Context: an optimization exercise on an open-source flow, tuned for small area, a short achievable clock period and few clock cycles per item. The choices shown serve that exercise and are no tape-out recipe. RTL that was checked went through simulation tests only; none was proved equivalent to the original.

==> module fpu_pipe_wrap, before the edit <==
module fpu_pipe_wrap #(
  parameter int TAG_W = 4
) (
  input  logic             clk,
  input  logic             rst,
  input  logic             in_valid,
  output logic             in_ready,
  input  logic [1:0]       in_opcode,
  input  logic             in_fmt,
  input  logic [31:0]      in_x,
  input  logic [31:0]      in_y,
  input  logic [TAG_W-1:0] in_tag,
  output logic             out_valid,
  input  logic             out_ready,
  output logic [31:0]      out_r,
  output logic [TAG_W-1:0] out_tag
);
  logic v, adv;
  assign adv       = !v || out_ready;
  assign in_ready  = !rst && adv;
  assign out_valid = v;
  always_ff @(posedge clk) begin
    if (rst)      v <= 1'b0;
    else if (adv) v <= in_valid;
  end
  logic [7:0]  ex, ey, d;
  logic [8:0]  dxy;
  logic        y_gt, e_eq, sub, near;
  logic [23:0] mx, my, mbig, msml;
  logic [26:0] sh;
  logic [27:0] r_far, r_near, r_add;
  logic [24:0] n_xy, n_yx;
  logic        s_add;
  logic [7:0]  emax;
  assign ex   = in_x[30:23];
  assign ey   = in_y[30:23];
  assign mx   = (ex != 8'd0) ? {1'b1, in_x[22:0]} : 24'd0;
  assign my   = (ey != 8'd0) ? {1'b1, in_y[22:0]} : 24'd0;
  assign dxy  = {1'b0, ex} - {1'b0, ey};
  assign y_gt = dxy[8];
  assign e_eq = (ex == ey);
  assign d    = y_gt ? ey - ex : dxy[7:0];
  assign mbig = y_gt ? my : mx;
  assign msml = y_gt ? mx : my;
  assign emax = y_gt ? ey : ex;
  assign sub  = in_x[31] ^ in_y[31];
  always_comb begin
    logic [26:0] t;
    t = {msml, 3'b000};
    for (int k = 0; k < 5; k++) begin
      if (d[k]) t = (t >> (1 << k)) | {26'd0, |(t & ((27'd1 << (1 << k)) - 27'd1))};
    end
    if (d[7:5] != 3'd0) t = {26'd0, |msml};
    sh = t;
  end
  assign r_far  = sub ? {1'b0, {mbig, 3'b000} - sh} : {1'b0, mbig, 3'b000} + {1'b0, sh};
  assign n_xy   = {1'b0, mx} - {1'b0, my};
  assign n_yx   = {1'b0, my} - {1'b0, mx};
  assign near   = e_eq && sub;
  assign r_near = {1'b0, n_xy[24] ? n_yx[23:0] : n_xy[23:0], 3'b000};
  assign r_add  = near ? r_near : r_far;
  assign s_add  = near ? (n_xy[24] ? in_y[31] : in_x[31]) : (y_gt ? in_y[31] : in_x[31]);
  logic [47:0] pa, pb, p;
  logic [27:0] r_mul;
  fpu_mul24_cs u_mul (
    .a  ({1'b1, in_x[22:0]}),
    .b  ({1'b1, in_y[22:0]}),
    .ra (pa),
    .rb (pb)
  );
  assign p     = pa + pb;
  assign r_mul = {p[47:21], |p[20:0]};
  logic        is_mul, qnan1, zero1, s1;
  logic [9:0]  e1;
  logic [27:0] r1;
  assign is_mul = in_opcode[0];
  assign qnan1  = in_fmt || in_opcode[1] || ex == 8'hFF || ey == 8'hFF;
  assign zero1  = is_mul && (ex == 8'h00 || ey == 8'h00);
  assign s1     = is_mul ? in_x[31] ^ in_y[31] : s_add;
  assign e1     = is_mul ? {2'b00, ex} + {2'b00, ey} - 10'd126 : {2'b00, emax} + 10'd1;
  assign r1     = is_mul ? r_mul : r_add;
  logic             q_qnan, q_zero, q_s;
  logic [9:0]       q_e;
  logic [27:0]      q_r;
  logic [TAG_W-1:0] q_tag;
  always_ff @(posedge clk) begin
    if (adv) begin
      q_qnan <= qnan1;
      q_zero <= zero1;
      q_s    <= s1;
      q_e    <= e1;
      q_r    <= r1;
      q_tag  <= in_tag;
    end
  end
  logic [4:0]  lz;
  logic [27:0] nr;
  logic [26:0] m;
  logic        up;
  logic [24:0] mant;
  logic [9:0]  e2, e3;
  always_comb begin
    lz = 5'd27;
    for (int i = 0; i < 28; i++) if (q_r[i]) lz = 5'(27 - i);
  end
  assign nr   = q_r << lz;
  assign m    = {nr[27:2], nr[1] | nr[0]};
  assign up   = m[2] && (m[1] || m[0] || m[3]);
  assign mant = {1'b0, m[26:3]} + {24'd0, up};
  assign e2   = q_e - {5'd0, lz};
  assign e3   = e2 + {9'd0, mant[24]};
  always_comb begin
    if (q_qnan)                   out_r = 32'h7FC0_0000;
    else if (q_zero)              out_r = {q_s, 31'd0};
    else if (q_r == 28'd0)        out_r = 32'd0;
    else if (!e3[9] && e3 >= 10'd255) out_r = {q_s, 8'hFF, 23'd0};
    else if (e3[9] || e3 == 10'd0) out_r = {q_s, 31'd0};
    else                          out_r = {q_s, e3[7:0], mant[22:0]};
  end
  assign out_tag = q_tag;
endmodule
export LEC_CHECK = 0
export CAP_MARGIN = 20
export CORE_MARGIN = 2
export CORE_UTILIZATION = 40
export SLEW_MARGIN = 20
create_clock -name core_clock -period 32.0 [get_ports {clk}]
run.sh (not shown) runs the stock make flow with config.mk's settings and CLKGATE_MAP_FILE= SYNTH_SCRIPT=/design/flow/synth_recipe.tcl, a recipe that flattens the netlist after the stock synthesis.
Change:
--- a/flow/design.v
+++ b/flow/design.v
@@ -119,41 +119,32 @@
     else if (adv) v <= in_valid;
   end
-  logic [7:0]  ex, ey, d;
-  logic [8:0]  dxy;
-  logic        y_gt, e_eq, sub, near;
-  logic [23:0] mx, my, mbig, msml;
-  logic [26:0] sh;
-  logic [27:0] r_far, r_near, r_add;
-  logic [24:0] n_xy, n_yx;
-  logic        s_add;
-  logic [7:0]  emax;
+  logic [7:0]  ex, ey;
+  logic        x_ge;
+  logic [31:0] a, b;
+  logic [7:0]  ea, eb, d;
+  logic [26:0] ma, mb, sh;
+  logic        sub;
+  logic [27:0] r_add;
   assign ex   = in_x[30:23];
   assign ey   = in_y[30:23];
-  assign mx   = (ex != 8'd0) ? {1'b1, in_x[22:0]} : 24'd0;
-  assign my   = (ey != 8'd0) ? {1'b1, in_y[22:0]} : 24'd0;
-  assign dxy  = {1'b0, ex} - {1'b0, ey};
-  assign y_gt = dxy[8];
-  assign e_eq = (ex == ey);
-  assign d    = y_gt ? ey - ex : dxy[7:0];
-  assign mbig = y_gt ? my : mx;
-  assign msml = y_gt ? mx : my;
-  assign emax = y_gt ? ey : ex;
-  assign sub  = in_x[31] ^ in_y[31];
+  assign x_ge = in_x[30:0] >= in_y[30:0];
+  assign a    = x_ge ? in_x : in_y;
+  assign b    = x_ge ? in_y : in_x;
+  assign ea   = a[30:23];
+  assign eb   = b[30:23];
+  assign d    = ea - eb;
+  assign ma   = (ea != 8'd0) ? {1'b1, a[22:0], 3'b000} : 27'd0;
+  assign mb   = (eb != 8'd0) ? {1'b1, b[22:0], 3'b000} : 27'd0;
   always_comb begin
     logic [26:0] t;
-    t = {msml, 3'b000};
+    t = mb;
     for (int k = 0; k < 5; k++) begin
       if (d[k]) t = (t >> (1 << k)) | {26'd0, |(t & ((27'd1 << (1 << k)) - 27'd1))};
     end
-    if (d[7:5] != 3'd0) t = {26'd0, |msml};
+    if (d[7:5] != 3'd0) t = {26'd0, |mb};
     sh = t;
   end
-  assign r_far  = sub ? {1'b0, {mbig, 3'b000} - sh} : {1'b0, mbig, 3'b000} + {1'b0, sh};
-  assign n_xy   = {1'b0, mx} - {1'b0, my};
-  assign n_yx   = {1'b0, my} - {1'b0, mx};
-  assign near   = e_eq && sub;
-  assign r_near = {1'b0, n_xy[24] ? n_yx[23:0] : n_xy[23:0], 3'b000};
-  assign r_add  = near ? r_near : r_far;
-  assign s_add  = near ? (n_xy[24] ? in_y[31] : in_x[31]) : (y_gt ? in_y[31] : in_x[31]);
+  assign sub   = a[31] ^ b[31];
+  assign r_add = sub ? {1'b0, ma - sh} : {1'b0, ma} + {1'b0, sh};
   logic [47:0] pa, pb, p;
   logic [27:0] r_mul;
@@ -172,6 +163,6 @@
   assign qnan1  = in_fmt || in_opcode[1] || ex == 8'hFF || ey == 8'hFF;
   assign zero1  = is_mul && (ex == 8'h00 || ey == 8'h00);
-  assign s1     = is_mul ? in_x[31] ^ in_y[31] : s_add;
-  assign e1     = is_mul ? {2'b00, ex} + {2'b00, ey} - 10'd126 : {2'b00, emax} + 10'd1;
+  assign s1     = is_mul ? in_x[31] ^ in_y[31] : a[31];
+  assign e1     = is_mul ? {2'b00, ex} + {2'b00, ey} - 10'd126 : {2'b00, ea} + 10'd1;
   assign r1     = is_mul ? r_mul : r_add;
   logic             q_qnan, q_zero, q_s;
- The changed run completed without violations
- routed wire length drops by a few percent
- worst setup slack is better by 0.053 ns
- cell area falls by a few percent
- final cell count drops by a little under a tenth
Testbench counts after the change, summed over its fixed seeds: cycles 32,008, items 32,000.
For the first run of this note, only the layout was checked, not whether the RTL still works.

== maple ==
Another version of the RTL of fpu_pipe_wrap (not shown whole).
For scale: about 3300 cells after synthesis, ~46 flip-flops, about 110 I/O pins, about 25000 sq um of cells after synthesis.
==> module fpu_pipe_wrap, before the edit <==
module fpu_pipe_wrap #(
  parameter int TAG_W = 4
) (
  input  logic             clk,
  input  logic             rst,
  input  logic             in_valid,
  output logic             in_ready,
  input  logic [1:0]       in_opcode,
  input  logic             in_fmt,
  input  logic [31:0]      in_x,
  input  logic [31:0]      in_y,
  input  logic [TAG_W-1:0] in_tag,
  output logic             out_valid,
  input  logic             out_ready,
  output logic [31:0]      out_r,
  output logic [TAG_W-1:0] out_tag
);
  logic v, adv;
  assign adv       = !v || out_ready;
  assign in_ready  = !rst && adv;
  assign out_valid = v;
  always_ff @(posedge clk) begin
    if (rst)      v <= 1'b0;
    else if (adv) v <= in_valid;
  end
  logic [7:0]  ex, ey, d;
  logic [8:0]  dxy;
  logic        y_gt, x_lt, sub;
  logic [23:0] mx, my, mbig, msml;
  logic [26:0] sh;
  logic [27:0] r_add;
  logic        s_add;
  logic [7:0]  emax;
  assign ex   = in_x[30:23];
  assign ey   = in_y[30:23];
  assign mx   = (ex != 8'd0) ? {1'b1, in_x[22:0]} : 24'd0;
  assign my   = (ey != 8'd0) ? {1'b1, in_y[22:0]} : 24'd0;
  assign dxy  = {1'b0, ex} - {1'b0, ey};
  assign y_gt = dxy[8];
  assign d    = y_gt ? ey - ex : dxy[7:0];
  assign x_lt = in_x[30:0] < in_y[30:0];
  assign mbig = x_lt ? my : mx;
  assign msml = x_lt ? mx : my;
  assign emax = y_gt ? ey : ex;
  assign s_add = x_lt ? in_y[31] : in_x[31];
  assign sub  = in_x[31] ^ in_y[31];
  always_comb begin
    logic [26:0] t;
    t = {msml, 3'b000};
    for (int k = 0; k < 5; k++) begin
      if (d[k]) t = (t >> (1 << k)) | {26'd0, |(t & ((27'd1 << (1 << k)) - 27'd1))};
    end
    if (d[7:5] != 3'd0) t = {26'd0, |msml};
    sh = t;
  end
  assign r_add = sub ? {1'b0, {mbig, 3'b000} - sh} : {1'b0, mbig, 3'b000} + {1'b0, sh};
  logic [47:0] pa, pb, p;
  logic [27:0] r_mul;
  fpu_mul24_cs u_mul (
    .a  ({1'b1, in_x[22:0]}),
    .b  ({1'b1, in_y[22:0]}),
    .ra (pa),
    .rb (pb)
  );
  logic [20:0] ylow;
  logic        st_mul;
  always_comb begin
    ylow[0] = in_y[0];
    for (int k = 1; k < 21; k++) ylow[k] = ylow[k-1] | in_y[k];
    st_mul = 1'b0;
    for (int i = 0; i < 21; i++) st_mul = st_mul | (in_x[i] & ylow[20-i]);
  end
  assign p     = pa + pb;
  assign r_mul = {p[47:21], st_mul};
  logic        is_mul, qnan1, zero1, s1;
  logic [9:0]  e1;
  logic [27:0] r1;
  assign is_mul = in_opcode[0];
  assign qnan1  = in_fmt || in_opcode[1] || ex == 8'hFF || ey == 8'hFF;
  assign zero1  = is_mul && (ex == 8'h00 || ey == 8'h00);
  assign s1     = is_mul ? in_x[31] ^ in_y[31] : s_add;
  assign e1     = is_mul ? {2'b00, ex} + {2'b00, ey} - 10'd126 : {2'b00, emax} + 10'd1;
  assign r1     = is_mul ? r_mul : r_add;
  logic             q_qnan, q_zero, q_s;
  logic [9:0]       q_e;
  logic [27:0]      q_r;
  logic [TAG_W-1:0] q_tag;
  always_ff @(posedge clk) begin
    if (adv) begin
      q_qnan <= qnan1;
      q_zero <= zero1;
      q_s    <= s1;
      q_e    <= e1;
      q_r    <= r1;
      q_tag  <= in_tag;
    end
  end
  logic [4:0]  lz;
  logic [27:0] n16, n8, n4, n2, nr;
  logic [26:0] m;
  logic        up, ovf, r_zero, inf, uf;
  logic [23:0] inc;
  logic [22:0] frac;
  logic [7:0]  e_lz, e_out;
  logic [31:0] zv;
  logic [15:0] z1, c1;
  logic [7:0]  z2;
  logic [1:0]  c2 [8];
  logic [3:0]  z3;
  logic [2:0]  c3 [4];
  logic [1:0]  z4;
  logic [3:0]  c4 [2];
  assign zv = {q_r, 4'hF};
  always_comb begin
    for (int g = 0; g < 16; g++) begin
      z1[g] = !zv[2*g+1] && !zv[2*g];
      c1[g] = !zv[2*g+1];
    end
    for (int g = 0; g < 8; g++) begin
      z2[g] = z1[2*g+1] && z1[2*g];
      c2[g] = z1[2*g+1] ? {1'b1, c1[2*g]} : {1'b0, c1[2*g+1]};
    end
    for (int g = 0; g < 4; g++) begin
      z3[g] = z2[2*g+1] && z2[2*g];
      c3[g] = z2[2*g+1] ? {1'b1, c2[2*g]} : {1'b0, c2[2*g+1]};
    end
    for (int g = 0; g < 2; g++) begin
      z4[g] = z3[2*g+1] && z3[2*g];
      c4[g] = z3[2*g+1] ? {1'b1, c3[2*g]} : {1'b0, c3[2*g+1]};
    end
    lz = z4[1] ? {1'b1, c4[0]} : {1'b0, c4[1]};
  end
  assign n16    = lz[4] ? {q_r[11:0], 16'd0} : q_r;
  assign n8     = lz[3] ? {n16[19:0], 8'd0} : n16;
  assign n4     = lz[2] ? {n8[23:0], 4'd0} : n8;
  assign n2     = lz[1] ? {n4[25:0], 2'd0} : n4;
  assign nr     = lz[0] ? {n2[26:0], 1'b0} : n2;
  assign m      = {nr[27:2], nr[1] | nr[0]};
  assign r_zero = (q_r == 28'd0);
  assign up   = m[2] && (m[1] || m[0] || m[3]);
  assign inc  = m[26:3] + 24'd1;
  assign ovf  = up && (&m[26:3]);
  assign frac = up ? inc[22:0] : m[25:3];
  logic       qe_pos, qe_ge254, qe_ge255, qe_ge256, qe_small;
  assign qe_pos   = !q_e[9];
  assign qe_ge254 = qe_pos && (q_e[8] || q_e[7:0] >= 8'd254);
  assign qe_ge255 = qe_pos && (q_e[8] || q_e[7:0] == 8'd255);
  assign qe_ge256 = qe_pos && q_e[8];
  assign inf = q_r[27] ? (ovf ? qe_ge254 : qe_ge255)
             : q_r[26] ? (ovf ? qe_ge255 : qe_ge256)
             : 1'b0;
  assign qe_small = qe_pos && (q_e[8:5] == 4'd0);
  assign uf = q_e[9] || (qe_small && (ovf ? q_e[4:0] < lz : q_e[4:0] <= lz));
  assign e_lz  = q_e[7:0] - {3'd0, lz};
  assign e_out = e_lz + {7'd0, ovf};
  always_comb begin
    if (q_qnan)      out_r = 32'h7FC0_0000;
    else if (q_zero) out_r = {q_s, 31'd0};
    else if (r_zero) out_r = 32'd0;
    else if (inf)    out_r = {q_s, 8'hFF, 23'd0};
    else if (uf)     out_r = {q_s, 31'd0};
    else             out_r = {q_s, e_out, frac};
  end
  assign out_tag = q_tag;
endmodule
==> flow/config.mk <==
export PLATFORM = sky130hd
export DESIGN_NAME = fpu_pipe_wrap
export DESIGN_NICKNAME = fpu_pipe_wrap
export VERILOG_FILES = /design/flow/design.v
export SDC_FILE = /design/flow/constraint.sdc
export NUM_CORES = 4
export LEC_CHECK = 0
export ABC_AREA = 1
export CAP_MARGIN = 20
export CORE_MARGIN = 2
export CORE_UTILIZATION = 55
export PLACE_DENSITY = 0.75
export SLEW_MARGIN = 20
==> flow/constraint.sdc <==
create_clock -name core_clock -period 32.0 [get_ports {clk}]
set_input_delay 6.4000 -clock core_clock [delete_from_list [all_inputs] [get_ports {clk}]]
set_output_delay 6.4000 -clock core_clock [all_outputs]
set_load 0.01 [all_outputs]
standard.sh (not shown) runs the stock make flow with config.mk's settings and CLKGATE_MAP_FILE= SYNTH_SCRIPT=/design/flow/synth_recipe.tcl, a recipe that flattens the netlist after the stock synthesis.
==> flow/flow/run.sh <==
#!/bin/bash
# Own layout flow: the standard ORFS flow (standard.sh) with these changes.
# 1. Synthesis: before the fine step's quick ABC pass, full adders are extracted as the
#    RTL writes them (extract_fa -fa), so that pass cannot flip their polarity and leave
#    inverters between them; the later adder step then runs as usual. ABC maps for area
#    with flow/abc_area.script (map -a, no upsizing), which replaces ORFS's area script
#    (ABC_AREA=1 selects it). Registers and every other synthesis step are as in the
#    standard flow.
# 2. Stronger timing repair: the clock and the SDC are the design's; only the resizer's
#    setup target is raised (SETUP_SLACK_MARGIN), so repair_timing works on the longest
#    paths until their slack is that far above zero, and the ports get buf_2 buffers.
# Every tool's output goes to a log file in this folder (ORFS's own logs under orfs/logs).
set -e
cp -r "$FLOW_HOME/scripts" ./scripts_local
cp flow/abc_area.script scripts_local/abc_area.script
old='  synth -top $::env(DESIGN_NAME) -run fine: {*}$synth_full_args'
grep -qxF "$old" scripts_local/synth.tcl
awk -v old="$old" '
  $0 == old {
    print "  synth -top $::env(DESIGN_NAME) -run fine: -noabc {*}$synth_full_args"
    print "  extract_fa -fa"
    print "  abc -fast"
    print "  opt -fast"
    next
  }
  { print }' scripts_local/synth.tcl > scripts_local/synth.tcl.new
mv scripts_local/synth.tcl.new scripts_local/synth.tcl
grep -qxF "  extract_fa -fa" scripts_local/synth.tcl
diff "$FLOW_HOME/scripts/synth.tcl" scripts_local/synth.tcl > synth_tcl_patch.log || true
cat scripts_local/abc_area.script > abc_script.log
export SCRIPTS_DIR="$PWD/scripts_local"
export SETUP_SLACK_MARGIN=18.8
export TNS_END_PERCENT=10
export BUFFER_PORTS_ARGS="-buffer_cell sky130_fd_sc_hd__buf_2"
bash standard.sh > standard_flow.log 2>&1
==> flow/flow/abc_area.script <==
strash
dch
map -a
topo
stime -c
buffer -c
dnsize -c
Testbench counts of maple, summed over its fixed seeds: cycles 32,008, items 32,000.
Inputs modified between maple and nickel:
--- a/flow/design.v
+++ b/flow/design.v
@@ -145,13 +145,15 @@
     for (int k = 0; k < 5; k++) begin
       if (d[k]) t = (t >> (1 << k)) | {26'd0, |(t & ((27'd1 << (1 << k)) - 27'd1))};
     end
     if (d[7:5] != 3'd0) t = {26'd0, |msml};
     sh = t;
   end
-  assign r_add = sub ? {1'b0, {mbig, 3'b000} - sh} : {1'b0, mbig, 3'b000} + {1'b0, sh};
+  logic [27:0] sum_add;
+  assign sum_add = {1'b0, mbig, 3'b000} + {1'b0, sh ^ {27{sub}}} + {27'd0, sub};
+  assign r_add   = {sum_add[27] && !sub, sum_add[26:0]};
   logic [47:0] pa, pb, p;
   logic [27:0] r_mul;
   fpu_mul24_cs u_mul (
     .a  ({1'b1, in_x[22:0]}),
     .b  ({1'b1, in_y[22:0]}),
     .ra (pa),
@@ -171,13 +173,14 @@
   logic [9:0]  e1;
   logic [27:0] r1;
   assign is_mul = in_opcode[0];
   assign qnan1  = in_fmt || in_opcode[1] || ex == 8'hFF || ey == 8'hFF;
   assign zero1  = is_mul && (ex == 8'h00 || ey == 8'h00);
   assign s1     = is_mul ? in_x[31] ^ in_y[31] : s_add;
-  assign e1     = is_mul ? {2'b00, ex} + {2'b00, ey} - 10'd126 : {2'b00, emax} + 10'd1;
+  assign e1     = {2'b00, is_mul ? ex : emax} + {2'b00, is_mul ? ey : 8'd0}
+                + (is_mul ? 10'h382 : 10'd1);
   assign r1     = is_mul ? r_mul : r_add;
   logic             q_qnan, q_zero, q_s;
   logic [9:0]       q_e;
   logic [27:0]      q_r;
   logic [TAG_W-1:0] q_tag;
   always_ff @(posedge clk) begin
## What came out
In the flow results for maple and nickel, the number of well-tap cells placed is larger on maple. Delta(wire length of the first global-routing pass, nickel - maple) < 0. Going from maple to nickel, hold slack grows by 0.48 ns. Worst-case reg-to-reg path depth: nickel vs maple down 1. nickel — starting density of the core 0.23 points higher, maple as reference. nickel: proportion of cell area occupied by multi-input gates is 0.25 points lower than what maple reported. Comparing cell count for maple and nickel, the bigger number came from maple. Diff maple -> nickel: final critical-path required period lower; post-detailed-route via-to-cell ratio lower.
Testbench counts of nickel, summed over its fixed seeds: cycles 32,008, items 32,000.

==> what the ideal ports hide <==
Ports are ideal in the flow. The routed layouts listed here were re-timed in OpenROAD.
Step 1 sets driving cells, clkbuf_16 on the clock port and buf_2 on the other inputs (assumed; they add their load-dependent delay and slew).
Step 2 also shifts input and output timing later by t, the mid clock arrival at the registers, as if the neighbouring blocks saw the same clock.
a / b / c = ideal ports / drivers / drivers and shift; a / b = the first two.
| run | t (ns) | setup slack, ns | latest minus earliest clock arrival (ns) | worst slew at a driven data input, ns |
|---|---|---|---|---|
| the first run of note 1 | 0.331 | 15.734 / 15.691 / 16.022 | 0.008 / 0.008 | 0.07 |
| the second run of note 1 | 0.337 | 15.788 / 15.804 / 15.467 | 0.016 / 0.017 | 0.07 |
| maple | 0.335 | 18.822 / 18.798 / 18.648 | 0.005 / 0.005 | 0.04 |
| nickel | 0.322 | 18.831 / 18.810 / 18.659 | 0.008 / 0.008 | 0.04 |
After both steps setup and hold are still met in every run listed. For the second run of note 1, which loses most, drivers alone change the setup slack by +0.016 ns; drivers and shift together by -0.321 ns.
